This is an optimization exercise on Yosys and OpenROAD, whose aim is small area and a short achievable clock period, not a production implementation. The RTL was checked by simulation tests, not by an equivalence proof against the original design. The clock port is modelled as an ideal driver, which makes a skipped or thinned clock tree look cheaper than it is; a real chip needs a root buffer or a tree. Power is estimated from default activity; no workload was simulated.

## exp/fjord
==> flow/design.v <==
package que_hs_pkg;
   localparam int WORD_WIDTH    = 256;
   localparam int DEFAULT_DEPTH = 8;
endpackage
module que_ptr
#(
   parameter int N = que_hs_pkg::DEFAULT_DEPTH - 1
) (
   input  logic         clk,
   input  logic         rst,
   input  logic         inc,
   input  logic         clr,
   output logic [N-1:0] ptr,
   output logic [N-1:0] ptr_d
);
   always_comb begin
      if (rst || clr) begin
         ptr_d = N'(1);
      end else if (inc) begin
         ptr_d = {ptr[N-2:0], ptr[N-1]};
      end else begin
         ptr_d = ptr;
      end
   end
   always_ff @(posedge clk) begin
      ptr <= ptr_d;
   end
endmodule
module que_hs
#(
   parameter int WIDTH    = que_hs_pkg::WORD_WIDTH,
   parameter int DEPTH    = que_hs_pkg::DEFAULT_DEPTH,
   parameter int AF_LEVEL = DEPTH - 1,
   parameter int AE_LEVEL = 1
) (
   input  logic                       clk,
   input  logic                       rst,
   input  logic                       flush,
   input  logic                       in_valid,
   output logic                       in_ready,
   input  logic [WIDTH-1:0]           in_data,
   output logic                       out_valid,
   input  logic                       out_ready,
   output logic [WIDTH-1:0]           out_data,
   output logic [$clog2(DEPTH+1)-1:0] count,
   output logic                       almost_full,
   output logic                       almost_empty,
   output logic                       overflow
);
   localparam int CW = $clog2(DEPTH + 1);
   localparam int MD = DEPTH - 1;    
   logic [DEPTH:0] occ_q, occ_d;
   logic [CW-1:0]  cnt_q;
   logic           in_ready_q, out_valid_q, af_q, ae_q, ovf_q;
   logic push, pop, drop, up, dn;
   assign push = in_valid  & ~occ_q[DEPTH];
   assign pop  = out_ready & ~occ_q[0];
   assign drop = in_valid  &  occ_q[DEPTH];
   assign up   = push & ~pop;
   assign dn   = pop & ~push;
   always_comb begin
      if (flush)   occ_d = (DEPTH+1)'(1);
      else if (up) occ_d = {occ_q[DEPTH-1:0], 1'b0};
      else if (dn) occ_d = {1'b0, occ_q[DEPTH:1]};
      else         occ_d = occ_q;
   end
   function automatic logic [CW-1:0] occ_count(input logic [DEPTH:0] oh);
      occ_count = '0;
      for (int n = 0; n <= DEPTH; n++) begin
         occ_count = occ_count | ({CW{oh[n]}} & CW'(n));
      end
   endfunction
   function automatic logic occ_ge(input logic [DEPTH:0] oh, input int lvl);
      occ_ge = 1'b0;
      for (int n = 0; n <= DEPTH; n++) begin
         if (n >= lvl) occ_ge = occ_ge | oh[n];
      end
   endfunction
   function automatic logic occ_le(input logic [DEPTH:0] oh, input int lvl);
      occ_le = 1'b0;
      for (int n = 0; n <= DEPTH; n++) begin
         if (n <= lvl) occ_le = occ_le | oh[n];
      end
   endfunction
   always_ff @(posedge clk) begin
      if (rst) begin
         occ_q       <= (DEPTH+1)'(1);
         cnt_q       <= '0;
         in_ready_q  <= 1'b1;
         out_valid_q <= 1'b0;
         af_q        <= 1'b0;
         ae_q        <= 1'b1;
         ovf_q       <= 1'b0;
      end else begin
         occ_q       <= occ_d;
         cnt_q       <= occ_count(occ_d);
         in_ready_q  <= ~occ_d[DEPTH];
         out_valid_q <= ~occ_d[0];
         af_q        <= occ_ge(occ_d, AF_LEVEL);
         ae_q        <= occ_le(occ_d, AE_LEVEL);
         ovf_q       <= flush ? 1'b0 : (ovf_q | drop);
      end
   end
   logic          wr_inc, rd_inc;
   logic [MD-1:0] wr_oh, wr_oh_d, rd_oh, rd_oh_d;
   logic [MD-1:0] we_q;             
   logic [MD-1:0] rdm_q;            
   assign wr_inc = push & ~occ_q[0] & ~(occ_q[1] & out_ready);
   assign rd_inc = out_ready & (|rdm_q);
   que_ptr #(.N(MD)) u_wr (
      .clk   (clk),
      .rst   (rst),
      .inc   (wr_inc),
      .clr   (flush),
      .ptr   (wr_oh),
      .ptr_d (wr_oh_d)
   );
   que_ptr #(.N(MD)) u_rd (
      .clk   (clk),
      .rst   (rst),
      .inc   (rd_inc),
      .clr   (flush),
      .ptr   (rd_oh),
      .ptr_d (rd_oh_d)
   );
   always_ff @(posedge clk) begin
      if (rst) begin
         we_q  <= MD'(1);
         rdm_q <= '0;
      end else begin
         we_q  <= occ_d[DEPTH] ? '0 : wr_oh_d;
         rdm_q <= (occ_d[0] | occ_d[1]) ? '0 : rd_oh_d;
      end
   end
   logic [MD-1:0][WIDTH-1:0] mem_q;
   logic [WIDTH-1:0]         out_q, out_d;
   for (genvar k = 0; k < MD; k++) begin : g_mem
      always_ff @(posedge clk) begin
         if (we_q[k]) begin
            mem_q[k] <= in_data;
         end
      end
   end
   logic          sel_in, sel_hold;
   logic [MD-1:0] sel_mem;
   assign sel_in   = occ_q[0] | (out_ready & occ_q[1]);
   assign sel_hold = ~occ_q[0] & ~out_ready;
   assign sel_mem  = {MD{out_ready}} & rdm_q;
   always_comb begin
      out_d = ({WIDTH{sel_in}} & in_data) | ({WIDTH{sel_hold}} & out_q);
      for (int k = 0; k < MD; k++) begin
         out_d = out_d | ({WIDTH{sel_mem[k]}} & mem_q[k]);
      end
   end
   always_ff @(posedge clk) begin
      out_q <= out_d;
   end
   assign in_ready     = in_ready_q;
   assign out_valid    = out_valid_q;
   assign out_data     = out_q;
   assign count        = cnt_q;
   assign almost_full  = af_q;
   assign almost_empty = ae_q;
   assign overflow     = ovf_q;
endmodule
Settings: LEC_CHECK=0, CAP_MARGIN=20, CORE_MARGIN=2, CORE_UTILIZATION=55, SETUP_SLACK_MARGIN=2.9, SLEW_MARGIN=20; clock period 5.0 ns.
standard.sh (not shown) runs the stock make flow with config.mk's settings and CLKGATE_MAP_FILE= SYNTH_SCRIPT=/design/flow/synth_recipe.tcl, a recipe that flattens the netlist after the stock synthesis.
==> flow/flow/run.sh <==
#!/bin/bash
# Standard ORFS layout (the standard.sh, standard synthesis unchanged) with
# three layout choices changed:
#  - ports are buffered with plain buffers (sky130_fd_sc_hd__buf_2) instead of
#    the resizer's default pick;
#  - the resizer may change a cell's footprint when it sizes it;
#  - the clock tree is a balanced two-level tree (flow/my_cts.tcl, hooked in
#    through PRE_CTS_TCL) instead of TritonCTS's tree.
set -euo pipefail
here=$(cd "$(dirname "$0")" && pwd)
bash standard.sh \
  "BUFFER_PORTS_ARGS=-buffer_cell sky130_fd_sc_hd__buf_2" \
  MATCH_CELL_FOOTPRINT=0 \
  "PRE_CTS_TCL=$here/cts_hook.tcl" \
  finish > flow_make.log 2>&1
==> flow/flow/cts_hook.tcl <==
# PRE_CTS hook: cts.tcl's clock_tree_synthesis call builds the balanced
# two-level tree of my_cts.tcl instead of TritonCTS's three-level H-tree.
# The rest of cts.tcl (legalisation, timing repair) runs as usual.
source [file join [file dirname [info script]] my_cts.tcl]

proc clock_tree_synthesis {args} {
  my_cts_build clk 4 64 sky130_fd_sc_hd__clkbuf_16 sky130_fd_sc_hd__clkbuf_16
  set_propagated_clock [all_clocks]
}
Other scripts of this flow, unchanged in this note and not shown: flow/flow/my_cts.tcl
The flow did not stop early for exp/fjord: all stages ran, and the layout cleared the timing, design-rule and antenna checks.
The inputs of exp/maple differ from those of exp/fjord as listed below.
diff --git a/flow/flow/run.sh b/flow/flow/run.sh
--- a/flow/flow/run.sh
+++ b/flow/flow/run.sh
@@ -3,3 +3,3 @@
 # three layout choices changed:
-#  - ports are buffered with plain buffers (sky130_fd_sc_hd__buf_2) instead of
+#  - ports are buffered with plain buffers (sky130_fd_sc_hd__buf_1) instead of
 #    the resizer's default pick;
@@ -11,3 +11,3 @@
 bash standard.sh \
-  "BUFFER_PORTS_ARGS=-buffer_cell sky130_fd_sc_hd__buf_2" \
+  "BUFFER_PORTS_ARGS=-buffer_cell sky130_fd_sc_hd__buf_1" \
   MATCH_CELL_FOOTPRINT=0 \
diff --git a/flow/flow/cts_hook.tcl b/flow/flow/cts_hook.tcl
--- a/flow/flow/cts_hook.tcl
+++ b/flow/flow/cts_hook.tcl
@@ -6,3 +6,3 @@
 proc clock_tree_synthesis {args} {
-  my_cts_build clk 4 64 sky130_fd_sc_hd__clkbuf_16 sky130_fd_sc_hd__clkbuf_16
+  my_cts_build clk 4 128 sky130_fd_sc_hd__clkbuf_16 sky130_fd_sc_hd__clkbuf_8
   set_propagated_clock [all_clocks]
Notes after the runs:
- exp/fjord and exp/maple ended up with nearly the same total routed wirelength.
- For minimum hold slack, exp/maple and exp/fjord come out practically identical.
- Clock network fraction of design power: higher on exp/maple
- As far as number of cells after detailed placement is concerned, exp/maple and exp/fjord perform about the same.
- [exp/maple vs exp/fjord] area of all placed cells without fillers: higher in exp/maple
- Fraction of standard cell area that is sequential delta (exp/maple -> exp/fjord): insignificant
--- input diff exp/maple..exp/yarrow ---
Settings: an added TNS_END_PERCENT of 0.
diff --git a/flow/flow/run.sh b/flow/flow/run.sh
--- a/flow/flow/run.sh
+++ b/flow/flow/run.sh
@@ -3,3 +3,3 @@
 # three layout choices changed:
-#  - ports are buffered with plain buffers (sky130_fd_sc_hd__buf_1) instead of
+#  - ports are buffered with plain buffers (sky130_fd_sc_hd__buf_2) instead of
 #    the resizer's default pick;
@@ -11,3 +11,3 @@
 bash standard.sh \
-  "BUFFER_PORTS_ARGS=-buffer_cell sky130_fd_sc_hd__buf_1" \
+  "BUFFER_PORTS_ARGS=-buffer_cell sky130_fd_sc_hd__buf_2" \
   MATCH_CELL_FOOTPRINT=0 \
Findings:
Summary of exp/yarrow over exp/maple: final area decreased 0.80%; share of total power consumed by net switching essentially unchanged. From exp/maple to exp/yarrow the numbers moved as follows: total leakage power saw an increase; fmax fell about 5.5%; maximum vdd drop up 0.011 mV; wire length saw little to no change. Share of total power in the clock network of exp/yarrow is on par with exp/maple. | via count | higher: exp/maple |. Looking at exp/maple and exp/yarrow, the total track usage is a wash. End-of-flow core utilization | exp/yarrow below exp/maple. Compared exp/yarrow vs exp/maple, and data arrival at the endpoint of the critical path is up in exp/yarrow.
Here is what was changed in the inputs of exp/violet compared with exp/yarrow.
Settings: TNS_END_PERCENT removed (was 0); SLEW_MARGIN changed from 20 to 5; CAP_MARGIN changed from 20 to 5.
==> notes.md <==
exp/violet ends up with higher setup slack on the worst flop-to-flop path than exp/yarrow does. Of exp/yarrow and exp/violet, the run reporting the lower layout overhead on the synthesized area was exp/yarrow. [exp/violet vs exp/yarrow] share of the final layout cell area in sequential cells: lower in exp/violet. Looking at exp/yarrow and exp/violet, the final cell count is a wash. Lower share of power burned in the clock network among exp/yarrow and exp/violet: exp/violet. On total routing resource utilization after global routing, exp/yarrow and exp/violet are neck and neck. Going from exp/yarrow to exp/violet, the wire length was found to have gone up by 710 um. Looking at count of routing violations after the opening detailed-route iteration, exp/violet sits above exp/yarrow. From exp/yarrow to exp/violet the numbers moved as follows: met3 global-route usage stayed essentially flat, total stage count of the critical path fell by 6, number of cells upsized or downsized after cts rose by 308.
No run of this note takes its clock network from TritonCTS; it comes from the design's own scripts or RTL.

== north ==
Starts from the design.v that is shown in full above.
Settings: LEC_CHECK=0, CAP_MARGIN=20, CORE_MARGIN=2, CORE_UTILIZATION=55, GPL_TIMING_DRIVEN=0, SETUP_SLACK_MARGIN=2.9, SLEW_MARGIN=20; clock period 5.0 ns.
==> flow/flow/run.sh <==
#!/bin/bash
# Standard ORFS layout (the standard.sh, standard synthesis unchanged) with
# three layout choices changed:
#  - ports are buffered with plain buffers (sky130_fd_sc_hd__buf_2) instead of
#    the resizer's default pick;
#  - the resizer may change a cell's footprint when it sizes it;
#  - the clock tree is a balanced two-level tree (flow/my_cts.tcl, hooked in
#    through PRE_CTS_TCL) instead of TritonCTS's tree.
set -euo pipefail
here=$(cd "$(dirname "$0")" && pwd)
bash standard.sh \
  "BUFFER_PORTS_ARGS=-buffer_cell sky130_fd_sc_hd__buf_2" \
  MATCH_CELL_FOOTPRINT=0 \
  "PRE_CTS_TCL=$here/cts_hook.tcl" \
  finish > flow_make.log 2>&1
Other scripts of this flow, unchanged in this note and not shown: flow/flow/cts_hook.tcl, flow/flow/my_cts.tcl
north was carried through to the last stage, and its layout satisfied the timing, design-rule and antenna checks.
The following lists how south was set up differently from north:
--- a/flow/config.mk
+++ b/flow/config.mk
@@ -11,2 +11 @@
-export GPL_TIMING_DRIVEN = 0
-export SETUP_SLACK_MARGIN = 2.9
+export SETUP_SLACK_MARGIN = 2.8
Notes after the runs:
- Between south and north, it is south whose number of cells on the critical path is higher, by 3.
- NOTE total clock network power north->south decreased slightly
- Across both runs, setup slack of the critical path after layout was lower for south than for north.
- The lower sequential share of layout area of south and north is in north.
- Between south and north, the placement-stage cell area is lower for south.
- As of south, final HPWL from detailed placement had fallen by more than a quarter compared to north.
- Looking only at initial antenna violation count, and setting everything else aside, the higher value of south and north goes to north.
- Total wirelength of the detailed-routed design, south vs north: down by a little under 10%
- [south] total power after layout fell 0.27 mW relative to north
The inputs of east differ from those of south as listed below.
--- a/flow/config.mk
+++ b/flow/config.mk
@@ -10,2 +10,2 @@
-export CORE_UTILIZATION = 55
-export SETUP_SLACK_MARGIN = 2.8
+export CORE_UTILIZATION = 50
+export SETUP_SLACK_MARGIN = 2.9
### Flow results
- Going from south to east, number of tap cells added at floorplan grew by a little under 10%.
- Going from south to east, maximum frequency climbed 0.015 GHz, number of design-rule violations left by the first detailed-router iteration fell by 225, setup slack after placement now larger, utilization after layout moved down.
- Relative to south, via count normalized by instance count has decreased by 1.9% in east.
- Changes observed in east relative to south: flip-flop and latch count about even, combinational power +about 10%, average wire per standard cell closely matched the old numbers.
Input changes introduced in west (baseline for comparison: east):
--- a/flow/config.mk
+++ b/flow/config.mk
@@ -10,2 +10,2 @@
-export CORE_UTILIZATION = 50
-export SETUP_SLACK_MARGIN = 2.9
+export CORE_UTILIZATION = 55
+export SETUP_SLACK_MARGIN = 2.95
### Flow results
Summary: with east as the reference, clock power in west moved down slightly. Detailed-routing wirelength on met1 for west: 1.6% down relative to east. Looking at number of nets in the finished design, west sits 0.69% above east. Worst-case hold slack | west below east. Relative to east, the iteration-0 DRC count of the detailed router measured on west has increased by a few percent. All-layer global routing usage delta for west relative to east: 2.4 points higher. west vs. east: power share of the combinational group went up by 0.5 points. west finished all stages; the layout is clean. [compare] base=east new=west: total power went up by 0.12 mW, worst setup slack went up by 0.011 ns. Of west and east, it is west that has the lower critical path depth.
In every run of this note, the design's own scripts or RTL, not TritonCTS, make the clock network.

run a:
Starts from the design.v that is shown in full above.
Settings: LEC_CHECK=0, CAP_MARGIN=20, CORE_MARGIN=2, CORE_UTILIZATION=55, SETUP_SLACK_MARGIN=2.9, SLEW_MARGIN=20; clock period 5.0 ns.
Scripts as last shown in full above: flow/flow/run.sh
Other scripts of this flow, unchanged in this note and not shown: flow/flow/cts_hook.tcl, flow/flow/my_cts.tcl
Here is what was changed in the inputs of run b compared with run a.
Settings: PLACE_DENSITY: unset -> 0.7; SETUP_SLACK_MARGIN: 2.9 -> 3.05; CORE_UTILIZATION: 55 -> 60.
--- outcome ---
Worst-case hold slack: run a vs run b — no meaningful difference
Looking at count of TritonRoute iterations in the first routing pass, run b sits 2 above run a.
The sum of met2 wire segment lengths after detailed routing of run b exceeds that of run a by about 2%.
Looking at critical-path cell with the highest stage delay, the sky130_fd_sc_hd__dfxtp_1 result is from run a; the sky130_fd_sc_hd__dfxtp_4 one comes from run b.
Re area growth from synthesis to layout: run b is 3.5 points up on run a.
Looking at register-to-register setup slack, run b sits 0.13 ns higher than run a does.
Summary of run b over run a: number of nets in the layout +100, global-route wire length before repair +1.0%.
No run of this note takes its clock network from TritonCTS; it comes from the design's own scripts or RTL.

que_hs, a different RTL version from the one above (not shown whole).
For scale: about 4000 cells after synthesis, roughly 530 I/O pins, ~72000 µm² of cells after synthesis.
make LEC_CHECK=0 CAP_MARGIN=20 CORE_MARGIN=2 CORE_UTILIZATION=55 SETUP_SLACK_MARGIN=2.5 SLEW_MARGIN=20 finish   # period 5.0 ns
run.sh (not shown) runs the stock make flow with config.mk's settings and CLKGATE_MAP_FILE= SYNTH_SCRIPT=/design/flow/synth_recipe.tcl, a recipe that flattens the netlist after the stock synthesis.
Stock flow here: none of the scripts above is used.
The first run ran to the end with no violations.
Next try:
==> flow/flow/run.sh (new file) <==
#!/bin/bash
# Standard ORFS layout (the standard.sh, standard synthesis unchanged) with
# two layout choices changed: ports are buffered with plain buffers
# (sky130_fd_sc_hd__buf_2) instead of the resizer's default pick, and the
# resizer may change a cell's footprint when it sizes it.
set -euo pipefail
bash standard.sh \
  "BUFFER_PORTS_ARGS=-buffer_cell sky130_fd_sc_hd__buf_2" \
  MATCH_CELL_FOOTPRINT=0 \
  finish > flow_make.log 2>&1
==> flow/standard.sh (new file) <==
#!/bin/bash
# synth_recipe.tcl (not shown) runs the flow's synth.tcl, then flattens the netlist and writes it again
# the make line also repeats each setting of config.mk as NAME=value (left out here)
make -C /OpenROAD-flow-scripts/flow DESIGN_CONFIG=/design/flow/config.mk WORK_HOME=/design/flow/orfs CLKGATE_MAP_FILE= SYNTH_SCRIPT=/design/flow/synth_recipe.tcl "${@:-finish}"
Settings changed: CTS_CLUSTER_DIAMETER set to 100, CTS_CLUSTER_SIZE set to 30.
removed: flow/run.sh
Result: Synthesized area is unchanged; via count came out lower by 1.9%; critical path depth is unchanged; routed wire length came out lower by about 4%; non-clock buffer count came out lower by 23; sequential power is about the same; sequential share of layout area came out higher by 5.9 points; register-to-register slack is better by 0.16 ns; setup slack is better by 0.057 ns; total power came out lower by 20%.
Next try:
Settings changed: CTS_CLUSTER_DIAMETER 100 to unset, CTS_CLUSTER_SIZE 30 to unset.
What happened: Via count climbs by 2.1%. Die area stays the same. Non-clock buffer count does not change. Wire length rises by about 1.6%. Worst hold slack is worse by 0.023 ns. Critical path depth is unchanged. Clock power came out higher by about 80%. Core utilization grows by 3.3 points. Final area grows by about 5.4%. Fmax went down by about 1.6%.

-- static timing again, ports no longer ideal --
The flow's constraints put no driver on any port. The routed layouts listed below were extracted and timed again, unchanged, in two steps. Step 1: set_driving_cell puts a clkbuf_16 on clk and a buf_2 on each other input, an assumption about the parent block. Step 2 times the ports against the registers' clock, not the clock port: input delays grow and output delays shrink by t, the midpoint of the rising clock arrivals with the driver on. a / b / c = ideal / step 1 / step 2; a / b = the first two.
run | t (ns) | slack for setup (ns) | slew at the worst register clock pin (ns)
exp/fjord | 0.702 | 2.920 / 2.747 / 2.339 | 0.12 / 0.12
exp/maple | 0.725 | 2.893 / 2.729 / 2.275 | 0.11 / 0.11
exp/yarrow | 0.729 | 2.770 / 2.674 / 2.185 | 0.11 / 0.11
exp/violet | 0.730 | 2.916 / 2.749 / 2.321 | 0.11 / 0.11
north | 0.744 | 2.852 / 2.674 / 2.266 | 0.11 / 0.11
south | 0.728 | 2.830 / 2.682 / 2.301 | 0.11 / 0.11
east | 0.736 | 2.899 / 2.739 / 2.266 | 0.11 / 0.11
west | 0.732 | 2.910 / 2.750 / 2.302 | 0.11 / 0.11
run a | 0.730 | 2.916 / 2.749 / 2.321 | 0.11 / 0.11
run b | 0.740 | 2.923 / 2.743 / 2.289 | 0.11 / 0.11
the first run of note 4 | 0.881 | 2.542 / 2.463 / 1.750 | 0.07 / 0.07
the second run of note 4 | 0.786 | 2.599 / 2.521 / 1.949 | 0.11 / 0.11
the third run of note 4 | 0.879 | 2.560 / 2.481 / 1.914 | 0.06 / 0.06
After both steps setup and hold are still met in every run listed. The setup slack of the first run of note 4, which loses most, moves by -0.079 ns with the drivers and by -0.792 ns with both steps.
